Background: an optimization exercise with open tools, aiming at small area, a short achievable clock period and few clock cycles per item. Do not read the settings as production practice.
In this exercise RTL edits were held to simulation tests only and were not proved equivalent to the original.
Power and IR drop assume default switching activity.

**flow/config.mk**
```make
export PLATFORM = sky130hd
export DESIGN_NAME = desCore
export DESIGN_NICKNAME = desCore
export VERILOG_FILES = /design/flow/design.v
export SDC_FILE = /design/flow/constraint.sdc
export NUM_CORES = 4
export LEC_CHECK = 0
export ABC_AREA = 1
export CAP_MARGIN = 20
export CORE_MARGIN = 2
export CORE_UTILIZATION = 40
export SLEW_MARGIN = 20
```
**flow/constraint.sdc**
```tcl
create_clock -name core_clock -period 10.0 [get_ports {clk}]
set_input_delay 2.0000 -clock core_clock [delete_from_list [all_inputs] [get_ports {clk}]]
set_output_delay 2.0000 -clock core_clock [all_outputs]
set_load 0.01 [all_outputs]
```
**flow/design.v**
```verilog
package desCtrlPkg;
   localparam int BlockW = 64;
   localparam int HalfW = 32;  
   localparam int KeyW = 64;  
   localparam int SubkeyW = 48;
   localparam int NumRounds = 16;
   localparam int RoundIdxW = 4;
   localparam int CdW = 56;  
   localparam int HalfCdW = 28;  
   typedef enum logic [2:0]
   {
      Idle,  
      Load,  
      Round,  
      Finish,  
      Done  
   } ctrlState;
endpackage
package desTablesPkg;
   localparam logic [447:0] ipTableV = {
      7'd58, 7'd50, 7'd42, 7'd34, 7'd26, 7'd18, 7'd10, 7'd2, 7'd60, 7'd52, 7'd44, 7'd36, 7'd28, 7'd20, 7'd12, 7'd4,
      7'd62, 7'd54, 7'd46, 7'd38, 7'd30, 7'd22, 7'd14, 7'd6, 7'd64, 7'd56, 7'd48, 7'd40, 7'd32, 7'd24, 7'd16, 7'd8,
      7'd57, 7'd49, 7'd41, 7'd33, 7'd25, 7'd17, 7'd9, 7'd1, 7'd59, 7'd51, 7'd43, 7'd35, 7'd27, 7'd19, 7'd11, 7'd3,
      7'd61, 7'd53, 7'd45, 7'd37, 7'd29, 7'd21, 7'd13, 7'd5, 7'd63, 7'd55, 7'd47, 7'd39, 7'd31, 7'd23, 7'd15, 7'd7};
   localparam logic [447:0] fpTableV = {
      7'd40, 7'd8, 7'd48, 7'd16, 7'd56, 7'd24, 7'd64, 7'd32, 7'd39, 7'd7, 7'd47, 7'd15, 7'd55, 7'd23, 7'd63, 7'd31,
      7'd38, 7'd6, 7'd46, 7'd14, 7'd54, 7'd22, 7'd62, 7'd30, 7'd37, 7'd5, 7'd45, 7'd13, 7'd53, 7'd21, 7'd61, 7'd29,
      7'd36, 7'd4, 7'd44, 7'd12, 7'd52, 7'd20, 7'd60, 7'd28, 7'd35, 7'd3, 7'd43, 7'd11, 7'd51, 7'd19, 7'd59, 7'd27,
      7'd34, 7'd2, 7'd42, 7'd10, 7'd50, 7'd18, 7'd58, 7'd26, 7'd33, 7'd1, 7'd41, 7'd9, 7'd49, 7'd17, 7'd57, 7'd25};
   localparam logic [335:0] eTableV = {
      7'd32, 7'd1, 7'd2, 7'd3, 7'd4, 7'd5, 7'd4, 7'd5, 7'd6, 7'd7, 7'd8, 7'd9, 7'd8, 7'd9, 7'd10, 7'd11,
      7'd12, 7'd13, 7'd12, 7'd13, 7'd14, 7'd15, 7'd16, 7'd17, 7'd16, 7'd17, 7'd18, 7'd19, 7'd20, 7'd21, 7'd20, 7'd21,
      7'd22, 7'd23, 7'd24, 7'd25, 7'd24, 7'd25, 7'd26, 7'd27, 7'd28, 7'd29, 7'd28, 7'd29, 7'd30, 7'd31, 7'd32, 7'd1};
   localparam logic [223:0] pTableV = {
      7'd16, 7'd7, 7'd20, 7'd21, 7'd29, 7'd12, 7'd28, 7'd17, 7'd1, 7'd15, 7'd23, 7'd26, 7'd5, 7'd18, 7'd31, 7'd10,
      7'd2, 7'd8, 7'd24, 7'd14, 7'd32, 7'd27, 7'd3, 7'd9, 7'd19, 7'd13, 7'd30, 7'd6, 7'd22, 7'd11, 7'd4, 7'd25};
   localparam logic [391:0] pc1TableV = {
      7'd57, 7'd49, 7'd41, 7'd33, 7'd25, 7'd17, 7'd9, 7'd1, 7'd58, 7'd50, 7'd42, 7'd34, 7'd26, 7'd18, 7'd10, 7'd2,
      7'd59, 7'd51, 7'd43, 7'd35, 7'd27, 7'd19, 7'd11, 7'd3, 7'd60, 7'd52, 7'd44, 7'd36, 7'd63, 7'd55, 7'd47, 7'd39,
      7'd31, 7'd23, 7'd15, 7'd7, 7'd62, 7'd54, 7'd46, 7'd38, 7'd30, 7'd22, 7'd14, 7'd6, 7'd61, 7'd53, 7'd45, 7'd37,
      7'd29, 7'd21, 7'd13, 7'd5, 7'd28, 7'd20, 7'd12, 7'd4};
   localparam logic [335:0] pc2TableV = {
      7'd14, 7'd17, 7'd11, 7'd24, 7'd1, 7'd5, 7'd3, 7'd28, 7'd15, 7'd6, 7'd21, 7'd10, 7'd23, 7'd19, 7'd12, 7'd4,
      7'd26, 7'd8, 7'd16, 7'd7, 7'd27, 7'd20, 7'd13, 7'd2, 7'd41, 7'd52, 7'd31, 7'd37, 7'd47, 7'd55, 7'd30, 7'd40,
      7'd51, 7'd45, 7'd33, 7'd48, 7'd44, 7'd49, 7'd39, 7'd56, 7'd34, 7'd53, 7'd46, 7'd42, 7'd50, 7'd36, 7'd29, 7'd32};
   localparam logic [111:0] shiftTableV = {
      7'd1, 7'd1, 7'd2, 7'd2, 7'd2, 7'd2, 7'd2, 7'd2, 7'd1, 7'd2, 7'd2, 7'd2, 7'd2, 7'd2, 7'd2, 7'd1};
   localparam logic [2047:0] sboxTableV = {
      4'd14, 4'd4, 4'd13, 4'd1, 4'd2, 4'd15, 4'd11, 4'd8, 4'd3, 4'd10, 4'd6, 4'd12, 4'd5, 4'd9, 4'd0, 4'd7,
      4'd0, 4'd15, 4'd7, 4'd4, 4'd14, 4'd2, 4'd13, 4'd1, 4'd10, 4'd6, 4'd12, 4'd11, 4'd9, 4'd5, 4'd3, 4'd8,
      4'd4, 4'd1, 4'd14, 4'd8, 4'd13, 4'd6, 4'd2, 4'd11, 4'd15, 4'd12, 4'd9, 4'd7, 4'd3, 4'd10, 4'd5, 4'd0,
      4'd15, 4'd12, 4'd8, 4'd2, 4'd4, 4'd9, 4'd1, 4'd7, 4'd5, 4'd11, 4'd3, 4'd14, 4'd10, 4'd0, 4'd6, 4'd13,
      4'd15, 4'd1, 4'd8, 4'd14, 4'd6, 4'd11, 4'd3, 4'd4, 4'd9, 4'd7, 4'd2, 4'd13, 4'd12, 4'd0, 4'd5, 4'd10,
      4'd3, 4'd13, 4'd4, 4'd7, 4'd15, 4'd2, 4'd8, 4'd14, 4'd12, 4'd0, 4'd1, 4'd10, 4'd6, 4'd9, 4'd11, 4'd5,
      4'd0, 4'd14, 4'd7, 4'd11, 4'd10, 4'd4, 4'd13, 4'd1, 4'd5, 4'd8, 4'd12, 4'd6, 4'd9, 4'd3, 4'd2, 4'd15,
      4'd13, 4'd8, 4'd10, 4'd1, 4'd3, 4'd15, 4'd4, 4'd2, 4'd11, 4'd6, 4'd7, 4'd12, 4'd0, 4'd5, 4'd14, 4'd9,
      4'd10, 4'd0, 4'd9, 4'd14, 4'd6, 4'd3, 4'd15, 4'd5, 4'd1, 4'd13, 4'd12, 4'd7, 4'd11, 4'd4, 4'd2, 4'd8,
      4'd13, 4'd7, 4'd0, 4'd9, 4'd3, 4'd4, 4'd6, 4'd10, 4'd2, 4'd8, 4'd5, 4'd14, 4'd12, 4'd11, 4'd15, 4'd1,
      4'd13, 4'd6, 4'd4, 4'd9, 4'd8, 4'd15, 4'd3, 4'd0, 4'd11, 4'd1, 4'd2, 4'd12, 4'd5, 4'd10, 4'd14, 4'd7,
      4'd1, 4'd10, 4'd13, 4'd0, 4'd6, 4'd9, 4'd8, 4'd7, 4'd4, 4'd15, 4'd14, 4'd3, 4'd11, 4'd5, 4'd2, 4'd12,
      4'd7, 4'd13, 4'd14, 4'd3, 4'd0, 4'd6, 4'd9, 4'd10, 4'd1, 4'd2, 4'd8, 4'd5, 4'd11, 4'd12, 4'd4, 4'd15,
      4'd13, 4'd8, 4'd11, 4'd5, 4'd6, 4'd15, 4'd0, 4'd3, 4'd4, 4'd7, 4'd2, 4'd12, 4'd1, 4'd10, 4'd14, 4'd9,
      4'd10, 4'd6, 4'd9, 4'd0, 4'd12, 4'd11, 4'd7, 4'd13, 4'd15, 4'd1, 4'd3, 4'd14, 4'd5, 4'd2, 4'd8, 4'd4,
      4'd3, 4'd15, 4'd0, 4'd6, 4'd10, 4'd1, 4'd13, 4'd8, 4'd9, 4'd4, 4'd5, 4'd11, 4'd12, 4'd7, 4'd2, 4'd14,
      4'd2, 4'd12, 4'd4, 4'd1, 4'd7, 4'd10, 4'd11, 4'd6, 4'd8, 4'd5, 4'd3, 4'd15, 4'd13, 4'd0, 4'd14, 4'd9,
      4'd14, 4'd11, 4'd2, 4'd12, 4'd4, 4'd7, 4'd13, 4'd1, 4'd5, 4'd0, 4'd15, 4'd10, 4'd3, 4'd9, 4'd8, 4'd6,
      4'd4, 4'd2, 4'd1, 4'd11, 4'd10, 4'd13, 4'd7, 4'd8, 4'd15, 4'd9, 4'd12, 4'd5, 4'd6, 4'd3, 4'd0, 4'd14,
      4'd11, 4'd8, 4'd12, 4'd7, 4'd1, 4'd14, 4'd2, 4'd13, 4'd6, 4'd15, 4'd0, 4'd9, 4'd10, 4'd4, 4'd5, 4'd3,
      4'd12, 4'd1, 4'd10, 4'd15, 4'd9, 4'd2, 4'd6, 4'd8, 4'd0, 4'd13, 4'd3, 4'd4, 4'd14, 4'd7, 4'd5, 4'd11,
      4'd10, 4'd15, 4'd4, 4'd2, 4'd7, 4'd12, 4'd9, 4'd5, 4'd6, 4'd1, 4'd13, 4'd14, 4'd0, 4'd11, 4'd3, 4'd8,
      4'd9, 4'd14, 4'd15, 4'd5, 4'd2, 4'd8, 4'd12, 4'd3, 4'd7, 4'd0, 4'd4, 4'd10, 4'd1, 4'd13, 4'd11, 4'd6,
      4'd4, 4'd3, 4'd2, 4'd12, 4'd9, 4'd5, 4'd15, 4'd10, 4'd11, 4'd14, 4'd1, 4'd7, 4'd6, 4'd0, 4'd8, 4'd13,
      4'd4, 4'd11, 4'd2, 4'd14, 4'd15, 4'd0, 4'd8, 4'd13, 4'd3, 4'd12, 4'd9, 4'd7, 4'd5, 4'd10, 4'd6, 4'd1,
      4'd13, 4'd0, 4'd11, 4'd7, 4'd4, 4'd9, 4'd1, 4'd10, 4'd14, 4'd3, 4'd5, 4'd12, 4'd2, 4'd15, 4'd8, 4'd6,
      4'd1, 4'd4, 4'd11, 4'd13, 4'd12, 4'd3, 4'd7, 4'd14, 4'd10, 4'd15, 4'd6, 4'd8, 4'd0, 4'd5, 4'd9, 4'd2,
      4'd6, 4'd11, 4'd13, 4'd8, 4'd1, 4'd4, 4'd10, 4'd7, 4'd9, 4'd5, 4'd0, 4'd15, 4'd14, 4'd2, 4'd3, 4'd12,
      4'd13, 4'd2, 4'd8, 4'd4, 4'd6, 4'd15, 4'd11, 4'd1, 4'd10, 4'd9, 4'd3, 4'd14, 4'd5, 4'd0, 4'd12, 4'd7,
      4'd1, 4'd15, 4'd13, 4'd8, 4'd10, 4'd3, 4'd7, 4'd4, 4'd12, 4'd5, 4'd6, 4'd11, 4'd0, 4'd14, 4'd9, 4'd2,
      4'd7, 4'd11, 4'd4, 4'd1, 4'd9, 4'd12, 4'd14, 4'd2, 4'd0, 4'd6, 4'd10, 4'd13, 4'd15, 4'd3, 4'd5, 4'd8,
      4'd2, 4'd1, 4'd14, 4'd7, 4'd4, 4'd10, 4'd8, 4'd13, 4'd15, 4'd12, 4'd9, 4'd0, 4'd3, 4'd5, 4'd6, 4'd11};
endpackage
module desSbox #(
   parameter int boxIdx = 0
) (
   input logic [5:0] sIn,
   output logic [3:0] sOut
);
   logic [3:0] s1;
   logic [3:0] s2;
   logic [3:0] s3;
   logic [3:0] s4;
   logic [3:0] s5;
   logic [3:0] s6;
   logic [3:0] s7;
   logic [3:0] s8;
   always_comb
   begin
      case (sIn)
         6'd0: s1 = 4'd14;
         6'd1: s1 = 4'd0;
         6'd2: s1 = 4'd4;
         6'd3: s1 = 4'd15;
         6'd4: s1 = 4'd13;
         6'd5: s1 = 4'd7;
         6'd6: s1 = 4'd1;
         6'd7: s1 = 4'd4;
         6'd8: s1 = 4'd2;
         6'd9: s1 = 4'd14;
         6'd10: s1 = 4'd15;
         6'd11: s1 = 4'd2;
         6'd12: s1 = 4'd11;
         6'd13: s1 = 4'd13;
         6'd14: s1 = 4'd8;
         6'd15: s1 = 4'd1;
         6'd16: s1 = 4'd3;
         6'd17: s1 = 4'd10;
         6'd18: s1 = 4'd10;
         6'd19: s1 = 4'd6;
         6'd20: s1 = 4'd6;
         6'd21: s1 = 4'd12;
         6'd22: s1 = 4'd12;
         6'd23: s1 = 4'd11;
         6'd24: s1 = 4'd5;
         6'd25: s1 = 4'd9;
         6'd26: s1 = 4'd9;
         6'd27: s1 = 4'd5;
         6'd28: s1 = 4'd0;
         6'd29: s1 = 4'd3;
         6'd30: s1 = 4'd7;
         6'd31: s1 = 4'd8;
         6'd32: s1 = 4'd4;
         6'd33: s1 = 4'd15;
         6'd34: s1 = 4'd1;
         6'd35: s1 = 4'd12;
         6'd36: s1 = 4'd14;
         6'd37: s1 = 4'd8;
         6'd38: s1 = 4'd8;
         6'd39: s1 = 4'd2;
         6'd40: s1 = 4'd13;
         6'd41: s1 = 4'd4;
         6'd42: s1 = 4'd6;
         6'd43: s1 = 4'd9;
         6'd44: s1 = 4'd2;
         6'd45: s1 = 4'd1;
         6'd46: s1 = 4'd11;
         6'd47: s1 = 4'd7;
         6'd48: s1 = 4'd15;
         6'd49: s1 = 4'd5;
         6'd50: s1 = 4'd12;
         6'd51: s1 = 4'd11;
         6'd52: s1 = 4'd9;
         6'd53: s1 = 4'd3;
         6'd54: s1 = 4'd7;
         6'd55: s1 = 4'd14;
         6'd56: s1 = 4'd3;
         6'd57: s1 = 4'd10;
         6'd58: s1 = 4'd10;
         6'd59: s1 = 4'd0;
         6'd60: s1 = 4'd5;
         6'd61: s1 = 4'd6;
         6'd62: s1 = 4'd0;
         6'd63: s1 = 4'd13;
         default: s1 = 4'd0;
      endcase
   end
   always_comb
   begin
      case (sIn)
         6'd0: s2 = 4'd15;
         6'd1: s2 = 4'd3;
         6'd2: s2 = 4'd1;
         6'd3: s2 = 4'd13;
         6'd4: s2 = 4'd8;
         6'd5: s2 = 4'd4;
         6'd6: s2 = 4'd14;
         6'd7: s2 = 4'd7;
         6'd8: s2 = 4'd6;
         6'd9: s2 = 4'd15;
         6'd10: s2 = 4'd11;
         6'd11: s2 = 4'd2;
         6'd12: s2 = 4'd3;
         6'd13: s2 = 4'd8;
         6'd14: s2 = 4'd4;
         6'd15: s2 = 4'd14;
         6'd16: s2 = 4'd9;
         6'd17: s2 = 4'd12;
         6'd18: s2 = 4'd7;
         6'd19: s2 = 4'd0;
         6'd20: s2 = 4'd2;
         6'd21: s2 = 4'd1;
         6'd22: s2 = 4'd13;
         6'd23: s2 = 4'd10;
         6'd24: s2 = 4'd12;
         6'd25: s2 = 4'd6;
         6'd26: s2 = 4'd0;
         6'd27: s2 = 4'd9;
         6'd28: s2 = 4'd5;
         6'd29: s2 = 4'd11;
         6'd30: s2 = 4'd10;
         6'd31: s2 = 4'd5;
         6'd32: s2 = 4'd0;
         6'd33: s2 = 4'd13;
         6'd34: s2 = 4'd14;
         6'd35: s2 = 4'd8;
         6'd36: s2 = 4'd7;
         6'd37: s2 = 4'd10;
         6'd38: s2 = 4'd11;
         6'd39: s2 = 4'd1;
         6'd40: s2 = 4'd10;
         6'd41: s2 = 4'd3;
         6'd42: s2 = 4'd4;
         6'd43: s2 = 4'd15;
         6'd44: s2 = 4'd13;
         6'd45: s2 = 4'd4;
         6'd46: s2 = 4'd1;
         6'd47: s2 = 4'd2;
         6'd48: s2 = 4'd5;
         6'd49: s2 = 4'd11;
         6'd50: s2 = 4'd8;
         6'd51: s2 = 4'd6;
         6'd52: s2 = 4'd12;
         6'd53: s2 = 4'd7;
         6'd54: s2 = 4'd6;
         6'd55: s2 = 4'd12;
         6'd56: s2 = 4'd9;
         6'd57: s2 = 4'd0;
         6'd58: s2 = 4'd3;
         6'd59: s2 = 4'd5;
         6'd60: s2 = 4'd2;
         6'd61: s2 = 4'd14;
         6'd62: s2 = 4'd15;
         6'd63: s2 = 4'd9;
         default: s2 = 4'd0;
      endcase
   end
   always_comb
   begin
      case (sIn)
         6'd0: s3 = 4'd10;
         6'd1: s3 = 4'd13;
         6'd2: s3 = 4'd0;
         6'd3: s3 = 4'd7;
         6'd4: s3 = 4'd9;
         6'd5: s3 = 4'd0;
         6'd6: s3 = 4'd14;
         6'd7: s3 = 4'd9;
         6'd8: s3 = 4'd6;
         6'd9: s3 = 4'd3;
         6'd10: s3 = 4'd3;
         6'd11: s3 = 4'd4;
         6'd12: s3 = 4'd15;
         6'd13: s3 = 4'd6;
         6'd14: s3 = 4'd5;
         6'd15: s3 = 4'd10;
         6'd16: s3 = 4'd1;
         6'd17: s3 = 4'd2;
         6'd18: s3 = 4'd13;
         6'd19: s3 = 4'd8;
         6'd20: s3 = 4'd12;
         6'd21: s3 = 4'd5;
         6'd22: s3 = 4'd7;
         6'd23: s3 = 4'd14;
         6'd24: s3 = 4'd11;
         6'd25: s3 = 4'd12;
         6'd26: s3 = 4'd4;
         6'd27: s3 = 4'd11;
         6'd28: s3 = 4'd2;
         6'd29: s3 = 4'd15;
         6'd30: s3 = 4'd8;
         6'd31: s3 = 4'd1;
         6'd32: s3 = 4'd13;
         6'd33: s3 = 4'd1;
         6'd34: s3 = 4'd6;
         6'd35: s3 = 4'd10;
         6'd36: s3 = 4'd4;
         6'd37: s3 = 4'd13;
         6'd38: s3 = 4'd9;
         6'd39: s3 = 4'd0;
         6'd40: s3 = 4'd8;
         6'd41: s3 = 4'd6;
         6'd42: s3 = 4'd15;
         6'd43: s3 = 4'd9;
         6'd44: s3 = 4'd3;
         6'd45: s3 = 4'd8;
         6'd46: s3 = 4'd0;
         6'd47: s3 = 4'd7;
         6'd48: s3 = 4'd11;
         6'd49: s3 = 4'd4;
         6'd50: s3 = 4'd1;
         6'd51: s3 = 4'd15;
         6'd52: s3 = 4'd2;
         6'd53: s3 = 4'd14;
         6'd54: s3 = 4'd12;
         6'd55: s3 = 4'd3;
         6'd56: s3 = 4'd5;
         6'd57: s3 = 4'd11;
         6'd58: s3 = 4'd10;
         6'd59: s3 = 4'd5;
         6'd60: s3 = 4'd14;
         6'd61: s3 = 4'd2;
         6'd62: s3 = 4'd7;
         6'd63: s3 = 4'd12;
         default: s3 = 4'd0;
      endcase
   end
   always_comb
   begin
      case (sIn)
         6'd0: s4 = 4'd7;
         6'd1: s4 = 4'd13;
         6'd2: s4 = 4'd13;
         6'd3: s4 = 4'd8;
         6'd4: s4 = 4'd14;
         6'd5: s4 = 4'd11;
         6'd6: s4 = 4'd3;
         6'd7: s4 = 4'd5;
         6'd8: s4 = 4'd0;
         6'd9: s4 = 4'd6;
         6'd10: s4 = 4'd6;
         6'd11: s4 = 4'd15;
         6'd12: s4 = 4'd9;
         6'd13: s4 = 4'd0;
         6'd14: s4 = 4'd10;
         6'd15: s4 = 4'd3;
         6'd16: s4 = 4'd1;
         6'd17: s4 = 4'd4;
         6'd18: s4 = 4'd2;
         6'd19: s4 = 4'd7;
         6'd20: s4 = 4'd8;
         6'd21: s4 = 4'd2;
         6'd22: s4 = 4'd5;
         6'd23: s4 = 4'd12;
         6'd24: s4 = 4'd11;
         6'd25: s4 = 4'd1;
         6'd26: s4 = 4'd12;
         6'd27: s4 = 4'd10;
         6'd28: s4 = 4'd4;
         6'd29: s4 = 4'd14;
         6'd30: s4 = 4'd15;
         6'd31: s4 = 4'd9;
         6'd32: s4 = 4'd10;
         6'd33: s4 = 4'd3;
         6'd34: s4 = 4'd6;
         6'd35: s4 = 4'd15;
         6'd36: s4 = 4'd9;
         6'd37: s4 = 4'd0;
         6'd38: s4 = 4'd0;
         6'd39: s4 = 4'd6;
         6'd40: s4 = 4'd12;
         6'd41: s4 = 4'd10;
         6'd42: s4 = 4'd11;
         6'd43: s4 = 4'd1;
         6'd44: s4 = 4'd7;
         6'd45: s4 = 4'd13;
         6'd46: s4 = 4'd13;
         6'd47: s4 = 4'd8;
         6'd48: s4 = 4'd15;
         6'd49: s4 = 4'd9;
         6'd50: s4 = 4'd1;
         6'd51: s4 = 4'd4;
         6'd52: s4 = 4'd3;
         6'd53: s4 = 4'd5;
         6'd54: s4 = 4'd14;
         6'd55: s4 = 4'd11;
         6'd56: s4 = 4'd5;
         6'd57: s4 = 4'd12;
         6'd58: s4 = 4'd2;
         6'd59: s4 = 4'd7;
         6'd60: s4 = 4'd8;
         6'd61: s4 = 4'd2;
         6'd62: s4 = 4'd4;
         6'd63: s4 = 4'd14;
         default: s4 = 4'd0;
      endcase
   end
   always_comb
   begin
      case (sIn)
         6'd0: s5 = 4'd2;
         6'd1: s5 = 4'd14;
         6'd2: s5 = 4'd12;
         6'd3: s5 = 4'd11;
         6'd4: s5 = 4'd4;
         6'd5: s5 = 4'd2;
         6'd6: s5 = 4'd1;
         6'd7: s5 = 4'd12;
         6'd8: s5 = 4'd7;
         6'd9: s5 = 4'd4;
         6'd10: s5 = 4'd10;
         6'd11: s5 = 4'd7;
         6'd12: s5 = 4'd11;
         6'd13: s5 = 4'd13;
         6'd14: s5 = 4'd6;
         6'd15: s5 = 4'd1;
         6'd16: s5 = 4'd8;
         6'd17: s5 = 4'd5;
         6'd18: s5 = 4'd5;
         6'd19: s5 = 4'd0;
         6'd20: s5 = 4'd3;
         6'd21: s5 = 4'd15;
         6'd22: s5 = 4'd15;
         6'd23: s5 = 4'd10;
         6'd24: s5 = 4'd13;
         6'd25: s5 = 4'd3;
         6'd26: s5 = 4'd0;
         6'd27: s5 = 4'd9;
         6'd28: s5 = 4'd14;
         6'd29: s5 = 4'd8;
         6'd30: s5 = 4'd9;
         6'd31: s5 = 4'd6;
         6'd32: s5 = 4'd4;
         6'd33: s5 = 4'd11;
         6'd34: s5 = 4'd2;
         6'd35: s5 = 4'd8;
         6'd36: s5 = 4'd1;
         6'd37: s5 = 4'd12;
         6'd38: s5 = 4'd11;
         6'd39: s5 = 4'd7;
         6'd40: s5 = 4'd10;
         6'd41: s5 = 4'd1;
         6'd42: s5 = 4'd13;
         6'd43: s5 = 4'd14;
         6'd44: s5 = 4'd7;
         6'd45: s5 = 4'd2;
         6'd46: s5 = 4'd8;
         6'd47: s5 = 4'd13;
         6'd48: s5 = 4'd15;
         6'd49: s5 = 4'd6;
         6'd50: s5 = 4'd9;
         6'd51: s5 = 4'd15;
         6'd52: s5 = 4'd12;
         6'd53: s5 = 4'd0;
         6'd54: s5 = 4'd5;
         6'd55: s5 = 4'd9;
         6'd56: s5 = 4'd6;
         6'd57: s5 = 4'd10;
         6'd58: s5 = 4'd3;
         6'd59: s5 = 4'd4;
         6'd60: s5 = 4'd0;
         6'd61: s5 = 4'd5;
         6'd62: s5 = 4'd14;
         6'd63: s5 = 4'd3;
         default: s5 = 4'd0;
      endcase
   end
   always_comb
   begin
      case (sIn)
         6'd0: s6 = 4'd12;
         6'd1: s6 = 4'd10;
         6'd2: s6 = 4'd1;
         6'd3: s6 = 4'd15;
         6'd4: s6 = 4'd10;
         6'd5: s6 = 4'd4;
         6'd6: s6 = 4'd15;
         6'd7: s6 = 4'd2;
         6'd8: s6 = 4'd9;
         6'd9: s6 = 4'd7;
         6'd10: s6 = 4'd2;
         6'd11: s6 = 4'd12;
         6'd12: s6 = 4'd6;
         6'd13: s6 = 4'd9;
         6'd14: s6 = 4'd8;
         6'd15: s6 = 4'd5;
         6'd16: s6 = 4'd0;
         6'd17: s6 = 4'd6;
         6'd18: s6 = 4'd13;
         6'd19: s6 = 4'd1;
         6'd20: s6 = 4'd3;
         6'd21: s6 = 4'd13;
         6'd22: s6 = 4'd4;
         6'd23: s6 = 4'd14;
         6'd24: s6 = 4'd14;
         6'd25: s6 = 4'd0;
         6'd26: s6 = 4'd7;
         6'd27: s6 = 4'd11;
         6'd28: s6 = 4'd5;
         6'd29: s6 = 4'd3;
         6'd30: s6 = 4'd11;
         6'd31: s6 = 4'd8;
         6'd32: s6 = 4'd9;
         6'd33: s6 = 4'd4;
         6'd34: s6 = 4'd14;
         6'd35: s6 = 4'd3;
         6'd36: s6 = 4'd15;
         6'd37: s6 = 4'd2;
         6'd38: s6 = 4'd5;
         6'd39: s6 = 4'd12;
         6'd40: s6 = 4'd2;
         6'd41: s6 = 4'd9;
         6'd42: s6 = 4'd8;
         6'd43: s6 = 4'd5;
         6'd44: s6 = 4'd12;
         6'd45: s6 = 4'd15;
         6'd46: s6 = 4'd3;
         6'd47: s6 = 4'd10;
         6'd48: s6 = 4'd7;
         6'd49: s6 = 4'd11;
         6'd50: s6 = 4'd0;
         6'd51: s6 = 4'd14;
         6'd52: s6 = 4'd4;
         6'd53: s6 = 4'd1;
         6'd54: s6 = 4'd10;
         6'd55: s6 = 4'd7;
         6'd56: s6 = 4'd1;
         6'd57: s6 = 4'd6;
         6'd58: s6 = 4'd13;
         6'd59: s6 = 4'd0;
         6'd60: s6 = 4'd11;
         6'd61: s6 = 4'd8;
         6'd62: s6 = 4'd6;
         6'd63: s6 = 4'd13;
         default: s6 = 4'd0;
      endcase
   end
   always_comb
   begin
      case (sIn)
         6'd0: s7 = 4'd4;
         6'd1: s7 = 4'd13;
         6'd2: s7 = 4'd11;
         6'd3: s7 = 4'd0;
         6'd4: s7 = 4'd2;
         6'd5: s7 = 4'd11;
         6'd6: s7 = 4'd14;
         6'd7: s7 = 4'd7;
         6'd8: s7 = 4'd15;
         6'd9: s7 = 4'd4;
         6'd10: s7 = 4'd0;
         6'd11: s7 = 4'd9;
         6'd12: s7 = 4'd8;
         6'd13: s7 = 4'd1;
         6'd14: s7 = 4'd13;
         6'd15: s7 = 4'd10;
         6'd16: s7 = 4'd3;
         6'd17: s7 = 4'd14;
         6'd18: s7 = 4'd12;
         6'd19: s7 = 4'd3;
         6'd20: s7 = 4'd9;
         6'd21: s7 = 4'd5;
         6'd22: s7 = 4'd7;
         6'd23: s7 = 4'd12;
         6'd24: s7 = 4'd5;
         6'd25: s7 = 4'd2;
         6'd26: s7 = 4'd10;
         6'd27: s7 = 4'd15;
         6'd28: s7 = 4'd6;
         6'd29: s7 = 4'd8;
         6'd30: s7 = 4'd1;
         6'd31: s7 = 4'd6;
         6'd32: s7 = 4'd1;
         6'd33: s7 = 4'd6;
         6'd34: s7 = 4'd4;
         6'd35: s7 = 4'd11;
         6'd36: s7 = 4'd11;
         6'd37: s7 = 4'd13;
         6'd38: s7 = 4'd13;
         6'd39: s7 = 4'd8;
         6'd40: s7 = 4'd12;
         6'd41: s7 = 4'd1;
         6'd42: s7 = 4'd3;
         6'd43: s7 = 4'd4;
         6'd44: s7 = 4'd7;
         6'd45: s7 = 4'd10;
         6'd46: s7 = 4'd14;
         6'd47: s7 = 4'd7;
         6'd48: s7 = 4'd10;
         6'd49: s7 = 4'd9;
         6'd50: s7 = 4'd15;
         6'd51: s7 = 4'd5;
         6'd52: s7 = 4'd6;
         6'd53: s7 = 4'd0;
         6'd54: s7 = 4'd8;
         6'd55: s7 = 4'd15;
         6'd56: s7 = 4'd0;
         6'd57: s7 = 4'd14;
         6'd58: s7 = 4'd5;
         6'd59: s7 = 4'd2;
         6'd60: s7 = 4'd9;
         6'd61: s7 = 4'd3;
         6'd62: s7 = 4'd2;
         6'd63: s7 = 4'd12;
         default: s7 = 4'd0;
      endcase
   end
   always_comb
   begin
      case (sIn)
         6'd0: s8 = 4'd13;
         6'd1: s8 = 4'd1;
         6'd2: s8 = 4'd2;
         6'd3: s8 = 4'd15;
         6'd4: s8 = 4'd8;
         6'd5: s8 = 4'd13;
         6'd6: s8 = 4'd4;
         6'd7: s8 = 4'd8;
         6'd8: s8 = 4'd6;
         6'd9: s8 = 4'd10;
         6'd10: s8 = 4'd15;
         6'd11: s8 = 4'd3;
         6'd12: s8 = 4'd11;
         6'd13: s8 = 4'd7;
         6'd14: s8 = 4'd1;
         6'd15: s8 = 4'd4;
         6'd16: s8 = 4'd10;
         6'd17: s8 = 4'd12;
         6'd18: s8 = 4'd9;
         6'd19: s8 = 4'd5;
         6'd20: s8 = 4'd3;
         6'd21: s8 = 4'd6;
         6'd22: s8 = 4'd14;
         6'd23: s8 = 4'd11;
         6'd24: s8 = 4'd5;
         6'd25: s8 = 4'd0;
         6'd26: s8 = 4'd0;
         6'd27: s8 = 4'd14;
         6'd28: s8 = 4'd12;
         6'd29: s8 = 4'd9;
         6'd30: s8 = 4'd7;
         6'd31: s8 = 4'd2;
         6'd32: s8 = 4'd7;
         6'd33: s8 = 4'd2;
         6'd34: s8 = 4'd11;
         6'd35: s8 = 4'd1;
         6'd36: s8 = 4'd4;
         6'd37: s8 = 4'd14;
         6'd38: s8 = 4'd1;
         6'd39: s8 = 4'd7;
         6'd40: s8 = 4'd9;
         6'd41: s8 = 4'd4;
         6'd42: s8 = 4'd12;
         6'd43: s8 = 4'd10;
         6'd44: s8 = 4'd14;
         6'd45: s8 = 4'd8;
         6'd46: s8 = 4'd2;
         6'd47: s8 = 4'd13;
         6'd48: s8 = 4'd0;
         6'd49: s8 = 4'd15;
         6'd50: s8 = 4'd6;
         6'd51: s8 = 4'd12;
         6'd52: s8 = 4'd10;
         6'd53: s8 = 4'd9;
         6'd54: s8 = 4'd13;
         6'd55: s8 = 4'd0;
         6'd56: s8 = 4'd15;
         6'd57: s8 = 4'd3;
         6'd58: s8 = 4'd3;
         6'd59: s8 = 4'd5;
         6'd60: s8 = 4'd5;
         6'd61: s8 = 4'd6;
         6'd62: s8 = 4'd8;
         6'd63: s8 = 4'd11;
         default: s8 = 4'd0;
      endcase
   end
   always_comb
   begin
      case (boxIdx)
         0: sOut = s1;
         1: sOut = s2;
         2: sOut = s3;
         3: sOut = s4;
         4: sOut = s5;
         5: sOut = s6;
         6: sOut = s7;
         7: sOut = s8;
         default: sOut = 4'd0;
      endcase
   end
endmodule
module desRoundFunction (
   input logic [desCtrlPkg::HalfW-1:0] rightHalf,
   input logic [desCtrlPkg::SubkeyW-1:0] subkey,
   output logic [desCtrlPkg::HalfW-1:0] fOut
);
   localparam int HalfW = desCtrlPkg::HalfW;
   localparam int SubkeyW = desCtrlPkg::SubkeyW;
   localparam logic [335:0] eTableV = desTablesPkg::eTableV;
   localparam logic [223:0] pTableV = desTablesPkg::pTableV;
   localparam int NumBoxes = 8;
   logic [SubkeyW-1:0] expanded;
   logic [SubkeyW-1:0] mixed;
   logic [HalfW-1:0] sCat;
   always_comb
   begin
      for (int i = 0; i < SubkeyW; i++)
      begin
         expanded[SubkeyW-1-i] = rightHalf[HalfW - eTableV[7*(47 - (i)) +: 7]];
      end
   end
   assign mixed = expanded ^ subkey;  
   for (genvar k = 0; k < NumBoxes; k++)
   begin : gBox
      desSbox #(
         .boxIdx(k)
      ) uSbox (
         .sIn(mixed[SubkeyW-1-6*k -: 6]),
         .sOut(sCat[HalfW-1-4*k -: 4])
      );
   end
   always_comb
   begin
      for (int i = 0; i < HalfW; i++)
      begin
         fOut[HalfW-1-i] = sCat[HalfW - pTableV[7*(31 - (i)) +: 7]];
      end
   end
endmodule
module desKeySchedule (
   input logic clk,
   input logic load,
   input logic shiftOne,
   input logic decrypt,
   input logic [desCtrlPkg::KeyW-1:0] key,
   output logic [desCtrlPkg::SubkeyW-1:0] subkey
);
   localparam int KeyW = desCtrlPkg::KeyW;
   localparam int SubkeyW = desCtrlPkg::SubkeyW;
   localparam int CdW = desCtrlPkg::CdW;
   localparam int HalfCdW = desCtrlPkg::HalfCdW;
   localparam logic [391:0] pc1TableV = desTablesPkg::pc1TableV;
   localparam logic [335:0] pc2TableV = desTablesPkg::pc2TableV;
   logic [CdW-1:0] pc1Out;
   logic [HalfCdW-1:0] c0, d0;
   logic [HalfCdW-1:0] cReg, dReg;
   logic [CdW-1:0] cdCur;
   logic decryptQ;
   always_comb
   begin
      for (int i = 0; i < CdW; i++)
      begin
         pc1Out[CdW-1-i] = key[KeyW - pc1TableV[7*(55 - (i)) +: 7]];
      end
   end
   assign c0 = pc1Out[CdW-1:HalfCdW];
   assign d0 = pc1Out[HalfCdW-1:0];
   logic selLoadDec, selLoadEnc, selL1, selL2, selR1, selR2;
   assign selLoadDec = load & decrypt;
   assign selLoadEnc = load & ~decrypt;
   assign selL1 = ~load & ~decryptQ & shiftOne;
   assign selL2 = ~load & ~decryptQ & ~shiftOne;
   assign selR1 = ~load & decryptQ & shiftOne;
   assign selR2 = ~load & decryptQ & ~shiftOne;
   function automatic logic [HalfCdW-1:0] nextHalf(input logic [HalfCdW-1:0] x,
      input logic [HalfCdW-1:0] y);
      nextHalf = ({HalfCdW{selLoadDec}} & y)
         | ({HalfCdW{selLoadEnc}} & {y[HalfCdW-2:0], y[HalfCdW-1]})
         | ({HalfCdW{selL1}} & {x[HalfCdW-2:0], x[HalfCdW-1]})
         | ({HalfCdW{selL2}} & {x[HalfCdW-3:0], x[HalfCdW-1:HalfCdW-2]})
         | ({HalfCdW{selR1}} & {x[0], x[HalfCdW-1:1]})
         | ({HalfCdW{selR2}} & {x[1:0], x[HalfCdW-1:2]});
   endfunction
   always_ff @(posedge clk)
   begin
      if (load)
         decryptQ <= decrypt;  
   end
   always_ff @(posedge clk)
   begin
      cReg <= nextHalf(cReg, c0);
      dReg <= nextHalf(dReg, d0);
   end
   assign cdCur = {cReg, dReg};
   always_comb
   begin
      for (int i = 0; i < SubkeyW; i++)
      begin
         subkey[SubkeyW-1-i] = cdCur[CdW - pc2TableV[7*(47 - (i)) +: 7]];
      end
   end
endmodule
module desDataPath (
   input logic clk,
   input logic load,
   input logic step,
   input logic hold,
   input logic [desCtrlPkg::BlockW-1:0] block,
   input logic [desCtrlPkg::HalfW-1:0] fOut,
   output logic [desCtrlPkg::HalfW-1:0] rightHalf,
   output logic [desCtrlPkg::BlockW-1:0] result
);
   localparam int BlockW = desCtrlPkg::BlockW;
   localparam int HalfW = desCtrlPkg::HalfW;
   localparam logic [447:0] ipTableV = desTablesPkg::ipTableV;
   localparam logic [447:0] fpTableV = desTablesPkg::fpTableV;
   logic [BlockW-1:0] ipOut;
   logic [BlockW-1:0] fpIn;
   logic [HalfW-1:0] lReg, rReg;
   always_comb
   begin
      for (int i = 0; i < BlockW; i++)
      begin
         ipOut[BlockW-1-i] = block[BlockW - ipTableV[7*(63 - (i)) +: 7]];
      end
   end
   always_ff @(posedge clk)
   begin
      lReg <= ({HalfW{load}} & ipOut[BlockW-1:HalfW])
         | ({HalfW{step}} & rReg)
         | ({HalfW{hold}} & lReg);
      rReg <= ({HalfW{load}} & ipOut[HalfW-1:0])
         | ({HalfW{step}} & (lReg ^ fOut))  
         | ({HalfW{hold}} & rReg);
   end
   assign fpIn = {rReg, lReg};  
   always_comb
   begin
      for (int i = 0; i < BlockW; i++)
      begin
         result[BlockW-1-i] = fpIn[BlockW - fpTableV[7*(63 - (i)) +: 7]];
      end
   end
   assign rightHalf = rReg;
endmodule
module desControl (
   input logic clk,
   input logic rstN,
   input logic req,
   output logic ack,
   output logic load,
   output logic step,
   output logic hold,
   output logic shiftOne
);
   logic idleQ;
   logic runQ;
   logic doneQ;
   logic [3:0] roundCnt;
   always_ff @(posedge clk)
   begin
      if (!rstN)
      begin
         idleQ <= 1'b1;
         runQ <= 1'b0;
         doneQ <= 1'b0;
      end
      else
      begin
         if (idleQ && req)
         begin
            idleQ <= 1'b0;
            runQ <= 1'b1;
         end
         if (runQ && roundCnt == 4'd15)
         begin
            runQ <= 1'b0;
            doneQ <= 1'b1;
         end
         if (doneQ && !req)
         begin
            doneQ <= 1'b0;  
            idleQ <= 1'b1;
         end
      end
   end
   always_ff @(posedge clk)
   begin
      if (!runQ)
         roundCnt <= '0;
      else
         roundCnt <= roundCnt + 1'b1;
   end
   assign load = idleQ;
   assign step = runQ;
   assign hold = doneQ;
   assign shiftOne = (roundCnt == 4'd0) || (roundCnt == 4'd7) || (roundCnt == 4'd14);
   assign ack = doneQ;
endmodule
module desCore (
   input logic clk,
   input logic rstN,
   input logic req,
   output logic ack,
   input logic decrypt,
   input logic [desCtrlPkg::BlockW-1:0] block,
   input logic [desCtrlPkg::KeyW-1:0] key,
   output logic [desCtrlPkg::BlockW-1:0] result
);
   localparam int HalfW = desCtrlPkg::HalfW;
   localparam int SubkeyW = desCtrlPkg::SubkeyW;
   logic load;
   logic step;
   logic hold;
   logic shiftOne;
   logic [SubkeyW-1:0] subkey;
   logic [HalfW-1:0] rightHalf;
   logic [HalfW-1:0] fOut;
   desControl uControl (
      .clk(clk),
      .rstN(rstN),
      .req(req),
      .ack(ack),
      .load(load),
      .step(step),
      .hold(hold),
      .shiftOne(shiftOne)
   );
   desKeySchedule uKeySchedule (
      .clk(clk),
      .load(load),
      .shiftOne(shiftOne),
      .decrypt(decrypt),
      .key(key),
      .subkey(subkey)
   );
   desRoundFunction uRoundFunction (
      .rightHalf(rightHalf),
      .subkey(subkey),
      .fOut(fOut)
   );
   desDataPath uDataPath (
      .clk(clk),
      .load(load),
      .step(step),
      .hold(hold),
      .block(block),
      .fOut(fOut),
      .rightHalf(rightHalf),
      .result(result)
   );
endmodule
```
**flow/flow/run.sh**
```bash
#!/bin/bash
# ORFS layout through the standard.sh, with these changes:
#  - synthesis runs flow/synth.tcl (the standard flow's script with the ABC script of
#    flow/logic.abc, no adder extraction, no quick abc pass);
#  - plain buffers on the ports instead of the default delay-cell buffers;
#  - the make variables in flow/make_args (repair targets).
# Each tool's output goes to a log file in this folder.
set -euo pipefail
here=$(pwd)
export MY_ABC_SCRIPT=$here/flow/logic.abc
export BUFFER_PORTS_ARGS="-buffer_cell sky130_fd_sc_hd__buf_2"
sed "s#SYNTH_SCRIPT=[^ ]*#SYNTH_SCRIPT=$here/flow/synth.tcl#" standard.sh > my_standard.sh
bash my_standard.sh $(cat flow/make_args) finish > standard.log 2>&1
```
**flow/flow/logic.abc**
```
strash
dc2
dch -f
amap
topo
stime -c
```
**flow/flow/make_args**
```
SETUP_SLACK_MARGIN=0
```
**flow/flow/synth.tcl**
```tcl
# The standard flow's synthesis (synth_recipe.tcl) with three changes: Yosys's quick
# abc pass inside synth is skipped, half/full adders are not extracted (so
# the final ABC run sees all the logic), and ABC runs the script named in
# MY_ABC_SCRIPT instead of ORFS's area script.
proc synth {args} { yosys synth -nofsm -noshare -noabc {*}$args }
proc extract_fa {args} { }
proc abc {args} {
  set i [lsearch -exact $args -script]
  if {$i >= 0} { lset args [expr {$i + 1}] $::env(MY_ABC_SCRIPT) }
  yosys abc {*}$args
}
source $::env(SCRIPTS_DIR)/synth.tcl
# left out here: clear keep_hierarchy, flatten, clean up, hide names made inside functions, write 1_2_yosys.v
```
**flow/standard.sh**
```bash
#!/bin/bash
# synth_recipe.tcl (not shown) runs the flow's synth.tcl, then flattens the netlist and writes it again
# the make line also repeats each setting of config.mk as NAME=value (left out here)
make -C /OpenROAD-flow-scripts/flow DESIGN_CONFIG=/design/flow/config.mk WORK_HOME=/design/flow/orfs CLKGATE_MAP_FILE= SYNTH_SCRIPT=/design/flow/synth_recipe.tcl "${@:-finish}"
```
==> flow_metrics.tcl, run 1 <==
set metrics [dict create \
    io_buffers 188 \
    rsz0062_at_grt "false" \
    die_h_um 155 \
    busiest_layer "met2" \
    via_per_inst 6.16 \
    postRouteAntennaNets 0 \
    drt-initial-drc-count 1323 \
    finalCriticalPeriod_ns 3.86 \
    numCtsBuffers 17 \
    synth-main-ff-cell "dfxtp_1" \
    core_area_sq_um 22600 \
    vias 11763 \
    path_clk_slew_ns 0.06 \
    clk_latency_ns 0.43 \
    cts_resized 0 \
    yosysSeqAreaShare_pct 28.1 \
    yosys_register_bits 128 \
    start_util_pct 40.6 \
    io_pins 197 \
    avgRoutedWirePerCell_um 18.7 \
    chipWidth_um 155 \
    maxCapViolCount 0 \
    leakage_nw 4.14 \
    synth_nets 1520 \
    drc 0 \
    slew_headroom_pct 34.2 \
    antenna_found_initial 1 \
    rows 55 \
    cp_max_fo 56 \
    grt_overflow 0 \
    maxSlewViolCount 0 \
    setup_tns_ns 0 \
    die_area_sq_um 24100 \
    fin_hold_ws_ns 0.444 \
    end_kind "flip-flop" \
    synth_edf_count 1 \
    synthCells 1388 \
    syn_avg_cell_area_sq_um 6.60 \
    run_status "timing/DRC/antenna clean" \
    final-hold-violation-count 0 \
    yosys_warnings 12 \
    syn-cell-area_sq_um 9170 \
    use_met3_pct 4.48 \
    met1_usage_pct 40.5 \
    first_global_vias 10201 \
    final_util_pct 49.5 \
    fmax_mhz 259 \
    wirelength_mm 35.7 \
    antenna_cells 0 \
    h-tree-depth 4 \
    netlist_top_cells_area "dfxtp_1 28%, nor2_1 12%, o22ai_1 11%" \
    cts_tree "yes" \
    min_path_type "flip-flop to flip-flop" \
    drive_gt1_share_pct 15.0 \
    cp.required_ns 10.30 \
    drtPass1Iterations 6 \
    grtUsageTotal_pct 28.5 \
    setup_violations 0 \
    grt_max_degree 57 \
    startpoint_type "flip-flop" \
    ys_async_sr_fraction_pct 0 \
    yosysTopAreaCell "dfxtp_1" \
    nets 1744 \
    power.density_nw_per_um2 225 \
    critPathArrivalTime_ns 4.16 \
    clock_path_buffers 2 \
    cts_hold_buf 0 \
    grt_pass1_wl_mm 54.8 \
    crit_type "flip-flop to flip-flop" \
    use_met2_pct 44.4 \
    synth_top_area_share_pct 27.7 \
    clock_sink_count 128 \
    synthToLayoutAreaGrowth_pct 21.9 \
    fin_skew_ns 0.0147 \
    cts_root_buf "clkbuf_16" \
    synth.distinct_cells 37 \
    cts_setup_buffers 0 \
    post-route-period-util_pct 38.6 \
    ir_worst_vdd_v 0.000100 \
    place_congestion 0.959 \
    place.detailed.hpwl_mm 25.9 \
    tightest_slew_ns 0.987 \
]
-- critical path, stage by stage (launching register included) --
cell and delay, ns:
dfxtp_2 0.93, clkinv_1 0.95, buf_4 0.53, nand3_2 0.09, buf_4 0.52, o22ai_1 0.14
or4_1 0.51
-- power breakdown --
part           leakage, nW  switching, W  total, W  internal [W]
Clock                0.273      0.000250  0.000598      0.000348
Combinational         2.79      0.000829   0.00126      0.000428
Sequential            1.08     0.0000697  0.000658      0.000589
Total                 4.14       0.00115   0.00251       0.00136
-- stage by stage --
step                      power, W  instance area (sq um)  std cells  setup WS [ns]
after floorplan            0.00153                   9170       1388           5.79
after global placement     0.00190                  10600       1878           6.17
after detailed placement   0.00189                  10600       1878           6.16
after CTS                  0.00249                  11200       1910           6.14
after global routing       0.00268                  11200       1910           5.95
final                      0.00251                  11200       1910           6.14
-- cells in the final DEF, fill, tap and decap left out, drive strengths merged, types with 2 or more instances in the layout --
cell type,instances
o21bai,2
o22ai,167
nor3,45
clkbuf,19
o221a,3
dfxtp,127
o21ai,93
o311a,3
nor4,2
o22a,3
o32ai,15
a211oi,14
or4,2
o211ai,35
buf,205
a21oi,36
clkinvlp,2
nand3,10
nand2,74
a311oi,4
or2,2
a32oi,2
clkinv,283
a22oi,26
o311ai,2
a221oi,3
or3,8
o221ai,99
o32a,14
nor2,286
o21a,6
o2111ai,2
a31oi,22
-- Yosys cell counts (all sizes together), types with 15 or more instances --
library cell  number
a21oi             36
a22oi             26
o22ai            167
o211ai            35
o221ai            99
o32ai             15
nor3              45
dfxtp            127
o21ai             93
clkinv           274
nand2             74
a31oi             22
nor2             286
-- routing by layer --
metal	vias to the layer above	wire (um)
met5	-	13
met4	2	747
met3	61	2920
met2	607	15800
met1	5423	16200
li1	5670	-
-- final timing paths --
kind | depth (start not counted) | endpoint | slack [ns] | from
setup / recovery | 6 | uKeySchedule.dReg[15] | 6.14 | uControl.idleQ
hold / removal | 1 | uControl.roundCnt[0] | 0.44 | uControl.roundCnt[0]
setup reg to reg | 6 | uKeySchedule.dReg[15] | 6.14 | uControl.idleQ
hold reg to reg | 1 | uControl.roundCnt[0] | 0.44 | uControl.roundCnt[0]
-- sequential cells by signal (all words and copies together) (netlist names) --
signal / cells
uKeySchedule.dReg: 28
uControl.idleQ: 1
uControl.roundCnt: 4
uDataPath.rReg: 32
uKeySchedule.decryptQ: 1
uControl.runQ: 1
uDataPath.lReg: 32
uKeySchedule.cReg: 28
uControl.doneQ: 1
-- cells by family after synthesis --
kind of cell / count (synthesis) / synth area share (%)
flops: 128 / 28.1
xor+xnor: 1 / 0.0956
compound gates: 556 / 41.9
simple gates: 429 / 18.7
buf+inv: 274 / 11.2
-- final cells by class --
class / instances / area (sq um)
inverters: 274 / 1030
well taps: 285 / 357
multi-input cells: 986 / 5590
flip-flops and latches: 128 / 2570
fillers: 2393 / 11400
clock inverters: 13 / 114
clock buffers: 19 / 443
repair buffers: 205 / 1070
Testbench counts, summed over its fixed seeds: cycles 7,680, items 384.
==> run 2: changes to the inputs <==
==> flow/flow/make_args (replaced) <==
SETUP_SLACK_MARGIN=7.4
==> flow_metrics.tcl, run 2 <==
set metrics [dict create \
    vias 13174 \
    core_area_sq_um 22600 \
    rr_startpoint "uDataPath.rReg[3]" \
    first_global_vias 11263 \
    start_util_pct 40.6 \
    grtUsageTotal_pct 32.5 \
    h-tree-depth 4 \
    tightest_slew_ns 0.995 \
    end_kind "output pin" \
    syn-cell-area_sq_um 9170 \
    cp.required_ns 8.00 \
    final-hold-violation-count 0 \
    yosysSeqAreaShare_pct 28.1 \
    syn_avg_cell_area_sq_um 6.60 \
    cts_root_buf "clkbuf_16" \
    cpPeakStageDelay_ns 0.36 \
    multiInputGateArea_sq_um 6920 \
    grt_pass1_wl_mm 62.0 \
    ir_worst_vdd_v 0.000110 \
    yosys_register_bits 128 \
    cts_tree "yes" \
    yosysTopAreaCell "dfxtp_1" \
    run_status "timing/DRC/antenna clean" \
    nets 1944 \
    synth_common_cells "286 x nor2_1, 274 x clkinv_1, 167 x o22ai_1" \
    dp_cells 1874 \
    final_common_cell "nor2_1" \
    fmax_mhz 343 \
    startpoint_type "flip-flop" \
    numCtsBuffers 17 \
    yosys_warnings 12 \
    maxSlewViolCount 0 \
    clock_path_buffers 2 \
    r2r_slack_ns 7.24 \
    cp_max_fo 2 \
    ys_async_sr_fraction_pct 0 \
    stdcell_count 2109 \
    io_buffers 188 \
    rows 55 \
    startpoint "uDataPath.rReg[23]" \
    fin_skew_ns 0.0106 \
    synthCells 1388 \
    critPathSlowestCell "dfxtp_4" \
    setup_violations 0 \
    leakage_nw 5.65 \
    r2r_end "uDataPath.rReg[0]" \
    synth_nets 1520 \
    critPathArrivalTime_ns 0.91 \
    chipWidth_um 155 \
    avgRoutedWirePerCell_um 20.7 \
    r2r_cells 15 \
    via_per_inst 6.25 \
    synth_most_common_cell "nor2_1" \
    crit_type "flip-flop to output pin" \
    synthToLayoutAreaGrowth_pct 62.0 \
    clk_latency_ns 0.43 \
    worstPathCellList "buf_6" \
    path_clk_slew_ns 0.06 \
    antenna_cells 0 \
    synth_top_area_share_pct 27.7 \
    synth.distinct_cells 37 \
    final_cell_mix "227 x nor2_1, 188 x clkinv_1, 184 x buf_4, 122 x buf_2, 113 x o22ai_1" \
    post-route-period-util_pct 29.1 \
    slew_headroom_pct 33.7 \
    drive_gt1_share_pct 41.4 \
    clock_sink_count 128 \
    fillers 1965 \
    place_congestion 0.936 \
    largestRegisters "uDataPath.lReg: 32 flops, uDataPath.rReg: 32 flops" \
    die_area_sq_um 24100 \
    rsz0062_at_grt "true" \
    synth-main-ff-cell "dfxtp_1" \
    grt_overflow 0 \
    worstPathBufferInverterCount 1 \
    grt_max_degree 57 \
    final-seq-area_sq_um 2720 \
    netlist_top_cells_area "dfxtp_1 28%, nor2_1 12%, o22ai_1 11%" \
    io_pins 197 \
    drt-initial-drc-count 1517 \
    postRouteAntennaNets 0 \
    die_h_um 155 \
    cp-endpoint "result[4]" \
    power.density_nw_per_um2 221 \
    finalCriticalPeriod_ns 2.91 \
    wirelength_mm 43.6 \
    antenna_found_initial 0 \
    drc 0 \
    setup_tns_ns 0 \
    drtPass1Iterations 6 \
    place.detailed.hpwl_mm 25.9 \
    cp_top_family "flip-flops" \
    maxCapViolCount 0 \
    synth_edf_count 1 \
    path_depth 1 \
    min_path_type "flip-flop to flip-flop" \
]
[run 2: cell types whose count changed in the layout (fill, tap and decap cells not counted), moves of 59 or more]
| cell | change |
|---|---|
| dfxtp_1 | -67 |
| buf_2 | -66 |
| nor2_1 | -59 |
| clkinv_1 | -86 |
| buf_6 | +85 |
| buf_4 | +167 |
[run 2: timing repair]
action | in CTS | in global routing
resized for setup | 279 | 264
setup endpoints to repair | 153 | 153
cloned | 5 | 4
pin swaps | 11 | 90
buffers inserted | 89 | 106
hold buffers | 0 | 0
[run 2: worst min path at each step]
stage	from	endpoint	slack [ns]	cells after the start
finish	uControl.roundCnt[0]	uControl.roundCnt[0]	0.45	1
global route	uControl.roundCnt[0]	uControl.roundCnt[0]	0.48	1
CTS	uControl.roundCnt[0]	uControl.roundCnt[0]	0.44	1
detailed placement	uControl.roundCnt[0]	uControl.roundCnt[0]	0.43	1
global placement	uControl.roundCnt[0]	uControl.roundCnt[0]	0.42	1
floorplan	uControl.roundCnt[0]	uControl.roundCnt[0]	0.41	1
[run 2: cell families after synthesis]
logic type | share of synthesized area (%)
compound gates | 41.9
simple gates | 18.7
buf+inv | 11.2
flops | 28.1
xor+xnor | 0.0956
[run 2: through the flow]
stage	setup WS (ns)	hold slack [ns]	util, %	power [W]	instance area [sq um]
after floorplan	6.97	0.407	-	0.00153	9240
after global placement	6.40	0.423	47.1	0.00192	10600
after detailed placement	6.36	0.434	47.1	0.00191	10600
after CTS	7.08	0.443	57.9	0.00284	13100
after global routing	7.05	0.484	65.8	0.00344	14800
final	7.09	0.449	65.8	0.00328	14800
[run 2: area by class of cell]
type | count | area share [%]
repair buffers | 396 | 20.6
repair inverters | 1 | 0.0337
clock buffers | 22 | 3.26
flip-flops and latches | 128 | 18.3
clock inverters | 9 | 0.876
multi-input cells | 994 | 46.6
inverters | 274 | 7.97
well taps | 285 | 2.40
[run 2: layer usage]
layer | GRT usage [%] | vias up | wire length [um]
li1 | - | 6069 | -
met1 | 45.1 | 6175 | 18200
met2 | 51.7 | 802 | 20000
met3 | 4.74 | 128 | 3910
met4 | 11.0 | 0 | 1530
met5 | 0 | - | 0
[run 2: report_power, final]
part           internal (W)  switching [W]
clock              0.000417       0.000251
combinational      0.000808        0.00113
sequential         0.000599      0.0000737
==> run 3: changes to the inputs <==
==> flow/flow/make_args (replaced) <==
SETUP_SLACK_MARGIN=7.8
==> flow_metrics.tcl, run 3 <==
set metrics [dict create \
    run_status "timing/DRC/antenna clean" \
    ir_worst_vdd_v 0.000128 \
    cp_top_family "flip-flops" \
    first_global_vias 12784 \
    grt_max_degree 57 \
    cpPeakStageDelay_ns 0.39 \
    syn_avg_cell_area_sq_um 6.60 \
    yosys_register_bits 128 \
    final_util_pct 77.4 \
    slew_headroom_pct 44.4 \
    hp-start "uControl.roundCnt[0]" \
    yosys_warnings 12 \
    fmax_mhz 342 \
    grtUsageTotal_pct 36.2 \
    largestRegisters "uDataPath.lReg: 32 flops, uDataPath.rReg: 32 flops" \
    clk_latency_ns 0.44 \
    final-hold-violation-count 0 \
    r2r_slack_ns 7.30 \
    rsz0062_at_grt "true" \
    drt-initial-drc-count 1290 \
    numCtsBuffers 17 \
    netlist_top_cells_area "dfxtp_1 28%, nor2_1 12%, o22ai_1 11%" \
    r2r_end "uDataPath.rReg[12]" \
    power_frac_seq_pct 18.4 \
    chipWidth_um 155 \
    avgRoutedWirePerCell_um 21.9 \
    end_kind "output pin" \
    synth_common_cells "286 x nor2_1, 274 x clkinv_1, 167 x o22ai_1" \
    hold_path_depth 1 \
    synth_edf_count 1 \
    worstPathCellList "buf_6" \
    grt_overflow 0 \
    start_util_pct 40.6 \
    place_congestion 0.995 \
    r2r_cells 17 \
    synthMuxAreaShare_pct 0 \
    min_path_type "flip-flop to flip-flop" \
    synth.distinct_cells 37 \
    antenna_found_initial 0 \
    cp_max_fo 3 \
    final_common_cell "nor2_1" \
    rr_startpoint "uDataPath.rReg[15]" \
    crit_type "flip-flop to output pin" \
    synth_compound_area_share_pct 41.9 \
    io_pins 197 \
    critPathSlowestCell "dfxtp_4" \
    min_to "uControl.roundCnt[0]" \
    yosysTopAreaCell "dfxtp_1" \
    critPathArrivalTime_ns 0.93 \
    ys_async_sr_fraction_pct 0 \
    setup_violations 0 \
    synth_top_family_by_area "compound AO/OA/AOI/OAI gates" \
    synth_most_common_cell "nor2_1" \
    synth_nets 1520 \
    p_clk_share_pct 16.5 \
    dp_cells 1870 \
    power.density_nw_per_um2 211 \
    antenna_cells 0 \
    final-seq-area_sq_um 2740 \
    drc 0 \
    rows 55 \
    postRouteAntennaNets 0 \
    vias 13716 \
    synthAdderAreaFrac_pct 0 \
    cts_hold_buf 0 \
    setup_slack_ns 7.07 \
    io_buffers 188 \
    path_clk_slew_ns 0.06 \
    cts_tree "yes" \
    startpoint_type "flip-flop" \
    multiInputGateArea_sq_um 8210 \
    p_comb_share_pct 65.2 \
    die_area_sq_um 24100 \
    synth_top_area_share_pct 27.7 \
    synth-main-ff-cell "dfxtp_1" \
    synth-xor-area-share_pct 0.0956 \
    power_switching_w 0.00169 \
    finalCriticalPeriod_ns 2.93 \
    internal_power_w 0.00200 \
    syn-cell-area_sq_um 9170 \
    drive_gt1_share_pct 56.8 \
    nets 2006 \
    leakage_nw 6.61 \
    core_area_sq_um 22600 \
    final_cell_mix "193 x nor2_1, 183 x buf_4, 128 x buf_6, 122 x buf_2, 120 x clkinv_1" \
    place.detailed.hpwl_mm 26.9 \
    tightest_slew_ns 0.834 \
    finalPower_w 0.00369 \
    wirelength_mm 47.7 \
    synthToLayoutAreaGrowth_pct 90.7 \
    grt_pass1_wl_mm 69.0 \
    h-tree-depth 4 \
    pre_cts_slack_ns 6.54 \
    p_sw_share_pct 45.8 \
    post-route-period-util_pct 29.3 \
    worstPathBufferInverterCount 1 \
    stdcell_count 2172 \
    synth_simple_gate_area_share_pct 18.7 \
    setup_tns_ns 0 \
    yosysSeqAreaShare_pct 28.1 \
    clock_sink_count 128 \
    cts_root_buf "clkbuf_16" \
    drtPass1Iterations 5 \
    via_per_inst 6.31 \
    maxSlewViolCount 0 \
    clock_path_buffers 2 \
    fin_skew_ns 0.0146 \
    synthCells 1388 \
    fillers 1586 \
    cp.required_ns 8.00 \
    die_h_um 155 \
    maxCapViolCount 0 \
]
[run 3: cell counts after synthesis]
No cell type changed its count.
[run 3: layout make-up]
class	count	share of cell area [%]
Tap cell	285	2.04
Timing Repair Buffer	456	21.9
Clock inverter	9	0.480
Multi-Input combinational cell	997	47.0
Sequential cell	128	15.7
Inverter	274	10.2
Clock buffer	23	2.68
[run 3: how the worst max path moves through the flow]
stage | startpoint | to | cells after the start
after CTS | uDataPath.rReg[8] | result[58] | 1
after detailed placement | decrypt | uKeySchedule.cReg[4] | 4
after global placement | decrypt | uKeySchedule.cReg[4] | 4
after global routing | uDataPath.rReg[8] | result[58] | 1
final | uDataPath.rReg[8] | result[58] | 1
after floorplan | decrypt | uKeySchedule.cReg[4] | 3
[run 3: cells by family after synthesis]
kind of cell / after synthesis
flip-flops: 128
AND/OR/NAND/NOR: 429
AO/OA/AOI/OAI: 556
buffers and inverters: 274
XOR/XNOR: 1
[run 3: through the flow]
step           hold slack, ns  instance area (sq um)
2_1_floorplan           0.407                  10600
3_3_place_gp            0.423                  11900
3_5_place_dp            0.433                  11900
4_1_cts                 0.448                  16000
5_1_grt                 0.465                  17500
6_report                0.445                  17500
[run 3: power groups by stage]
stage	combinational, W	clock (W)	sequential, W
6_report	0.00240	0.000607	0.000678
5_1_grt	0.00253	0.000632	0.000684
4_1_cts	0.00198	0.000606	0.000673
3_5_place_dp	0.00135	0	0.000699
3_3_place_gp	0.00136	0	0.000699
2_1_floorplan	0.000972	0	0.000703
[run 3: layer usage]
metal,up-vias,wire length [um],track usage (%)
met5,-,0,0
met4,0,2490,18.2
met3,177,4320,6.91
met2,869,22600,60.5
met1,6469,18200,44.4
li1,6201,-,-
[run 3: timing repair]
action                     CTS  global route
pin swaps                  139           169
buffers inserted           181            77
hold endpoints to repair     0             0
cloned                      11             1
gates resized for setup    441           239
setup endpoints to repair  153           153
==> run 4: changes to the inputs <==
==> flow/flow/make_args (replaced) <==
SETUP_SLACK_MARGIN=7
--- a/flow/config.mk
+++ b/flow/config.mk
@@ -8,5 +8,6 @@
 export ABC_AREA = 1
 export CAP_MARGIN = 20
 export CORE_MARGIN = 2
-export CORE_UTILIZATION = 40
+export CORE_UTILIZATION = 75
+export PLACE_DENSITY = 0.85
 export SLEW_MARGIN = 20
==> flow_metrics.tcl, run 4 <==
set metrics [dict create \
    run_status "did not finish" \
    failed_stage "global placement" \
    firstError "[ERROR GPL-0301] Utilization 100.845 % exceeds 100%." \
    syn-cell-area_sq_um 9170 \
    synth_nets 1520 \
    start_util_pct 76.6 \
    netlist_top_cells_area "dfxtp_1 28%, nor2_1 12%, o22ai_1 11%" \
    synth_edf_count 1 \
    io_pins 197 \
    synth_common_cells "286 x nor2_1, 274 x clkinv_1, 167 x o22ai_1" \
    synth_most_common_cell "nor2_1" \
    yosys_warnings 12 \
    io_buffers 188 \
    synth-main-ff-cell "dfxtp_1" \
    yosysTopAreaCell "dfxtp_1" \
    synthCells 1388 \
    yosysSeqAreaShare_pct 28.1 \
    rows 40 \
    synth_top_area_share_pct 27.7 \
    syn_avg_cell_area_sq_um 6.60 \
    ys_async_sr_fraction_pct 0 \
    chipWidth_um 115 \
    yosys_register_bits 128 \
    synth.distinct_cells 37 \
    die_h_um 115 \
]
## run 4: cells by family after synthesis
| family | count (synthesis) | share of synthesized area [%] |
|---|---|---|
| buf+inv | 274 | 11.2 |
| simple gates | 429 | 18.7 |
| xor+xnor | 1 | 0.0956 |
| flops | 128 | 28.1 |
| compound gates | 556 | 41.9 |
==> run 5: changes to the inputs <==
--- a/flow/config.mk
+++ b/flow/config.mk
@@ -8,6 +8,5 @@
 export ABC_AREA = 1
 export CAP_MARGIN = 20
 export CORE_MARGIN = 2
-export CORE_UTILIZATION = 75
-export PLACE_DENSITY = 0.85
+export CORE_UTILIZATION = 60
 export SLEW_MARGIN = 20
==> flow_metrics.tcl, run 5 <==
set metrics [dict create \
    synthCells 1388 \
    maxSlewViolCount 0 \
    io_buffers 188 \
    dp_cells 1778 \
    synth_top_area_share_pct 27.7 \
    antenna_found_initial 0 \
    critPathArrivalTime_ns 1.03 \
    yosysSeqAreaShare_pct 28.1 \
    avgRoutedWirePerCell_um 19.5 \
    synth-xor-area-share_pct 0.0956 \
    synth_nets 1520 \
    stdcell_count 1829 \
    h-tree-depth 4 \
    setup_slack_ns 6.97 \
    hold_path_depth 1 \
    final-hold-violation-count 0 \
    r2r_slack_ns 7.03 \
    startpoint_type "flip-flop" \
    rows 45 \
    setup_tns_ns 0 \
    cts_root_buf "clkbuf_16" \
    setup_violations 0 \
    finalCriticalPeriod_ns 3.03 \
    rsz0062_at_grt "true" \
    drtPass1Iterations 6 \
    die_h_um 128 \
    chipWidth_um 128 \
    place_area_sq_um 10500 \
    vias 12519 \
    ys_async_sr_fraction_pct 0 \
    min_to "uControl.roundCnt[0]" \
    io_pins 197 \
    synth-main-ff-cell "dfxtp_1" \
    synth_edf_count 1 \
    met2WireLength_mm 15.5 \
    synthToLayoutAreaGrowth_pct 29.3 \
    synthMuxAreaShare_pct 0 \
    synth_simple_gate_area_share_pct 18.7 \
    netlist_top_cells_area "dfxtp_1 28%, nor2_1 12%, o22ai_1 11%" \
    wl_met3_mm 4.85 \
    synth.distinct_cells 37 \
    syn_avg_cell_area_sq_um 6.60 \
    start_util_pct 60.7 \
    stdcell_area_sq_um 11800 \
    grt_overflow 0 \
    yosys_warnings 12 \
    yosys_register_bits 128 \
    synth_most_common_cell "nor2_1" \
    synth_common_cells "286 x nor2_1, 274 x clkinv_1, 167 x o22ai_1" \
    clock_path_buffers 2 \
    syn-cell-area_sq_um 9170 \
    critPathSlowestCell "dfxtp_2" \
    cts_hold_buf 0 \
    worstPathBufferInverterCount 1 \
    min_path_type "flip-flop to flip-flop" \
    cp_max_fo 4 \
    yosysTopAreaCell "dfxtp_1" \
    synth_compound_area_share_pct 41.9 \
    hp-start "uControl.roundCnt[0]" \
    grtUsageTotal_pct 40.9 \
    synth_top_family_by_area "compound AO/OA/AOI/OAI gates" \
    synthAdderAreaFrac_pct 0 \
    end_kind "output pin" \
    maxCapViolCount 0 \
    clock_sink_count 128 \
    fmax_mhz 330 \
    tightest_slew_ns 0.883 \
    path_clk_slew_ns 0.06 \
    fin_skew_ns 0.00828 \
    run_status "timing/DRC/antenna clean" \
    drive_gt1_share_pct 22.5 \
]
==> run 5: cell counts after synthesis <==
Identical to the previous run, type by type.
==> run 5: report_power, final <==
part           internal, W  switching [W]
Clock             0.000442       0.000245
Combinational     0.000500       0.000901
Sequential        0.000594      0.0000932
Total              0.00154        0.00124
==> run 5: cell families (layout without fill, tap and decap cells) <==
logic type / after synthesis / after routing
and+or+nand+nor: 429 / 431
buffers and inverters: 274 / 525
xor gates and xnor gates: 1 / 1
AOI/OAI and AO/OA: 556 / 556
DFF: 128 / 128
==> run 5: cell type report <==
class,instances,area (sq um)
multi-input combinational,988,6110
fill,1132,3240
sequential,128,2620
timing repair buffer,219,1170
inverter,274,1070
clock buffer,22,484
tap,188,235
clock inverter,10,155
==> run 5: per-stage QoR <==
step | power (W) | hold WS [ns] | util (%)
finish | 0.00278 | 0.435 | 78.5
global placement | 0.00187 | 0.422 | 69.5
detailed placement | 0.00188 | 0.427 | 69.5
CTS | 0.00259 | 0.440 | 75.2
global route | 0.00292 | 0.454 | 78.5
floorplan | 0.00153 | 0.407 | -
==> run 5: layer usage <==
metal / global-route usage, % / up-vias
li1: - / 5705
met1: 55.8 / 5562
met2: 60.6 / 1067
met3: 10.1 / 185
met4: 19.2 / 0
met5: 0 / -
==> run 5: repair_timing <==
action | 4_1_cts | 5_1_grt
gates cloned | 1 | 1
buffers inserted | 0 | 17
hold endpoints to repair | 0 | 0
setup endpoints to repair | 102 | 50
pin swaps | 0 | 6
gates resized for setup | 54 | 94
==> run 5: how the worst max path moves through the flow <==
stage | start | to | slack, ns | cells past startpoint
final | uDataPath.rReg[23] | result[4] | 6.97 | 1
after global routing | uDataPath.rReg[16] | uDataPath.rReg[24] | 6.87 | 8
after CTS | uDataPath.rReg[9] | result[50] | 6.98 | 1
after detailed placement | decrypt | uKeySchedule.cReg[4] | 6.49 | 4
after global placement | uDataPath.rReg[27] | uDataPath.rReg[15] | 6.53 | 13
after floorplan | decrypt | uKeySchedule.cReg[4] | 6.97 | 3

Setup slack of run 5, layout unchanged: 6.973 ns with ideal ports, 6.930 ns with driving cells assumed (clock clkbuf_16, inputs buf_2), 6.608 ns with port delays also shifted by the 0.476 ns mid clock arrival.
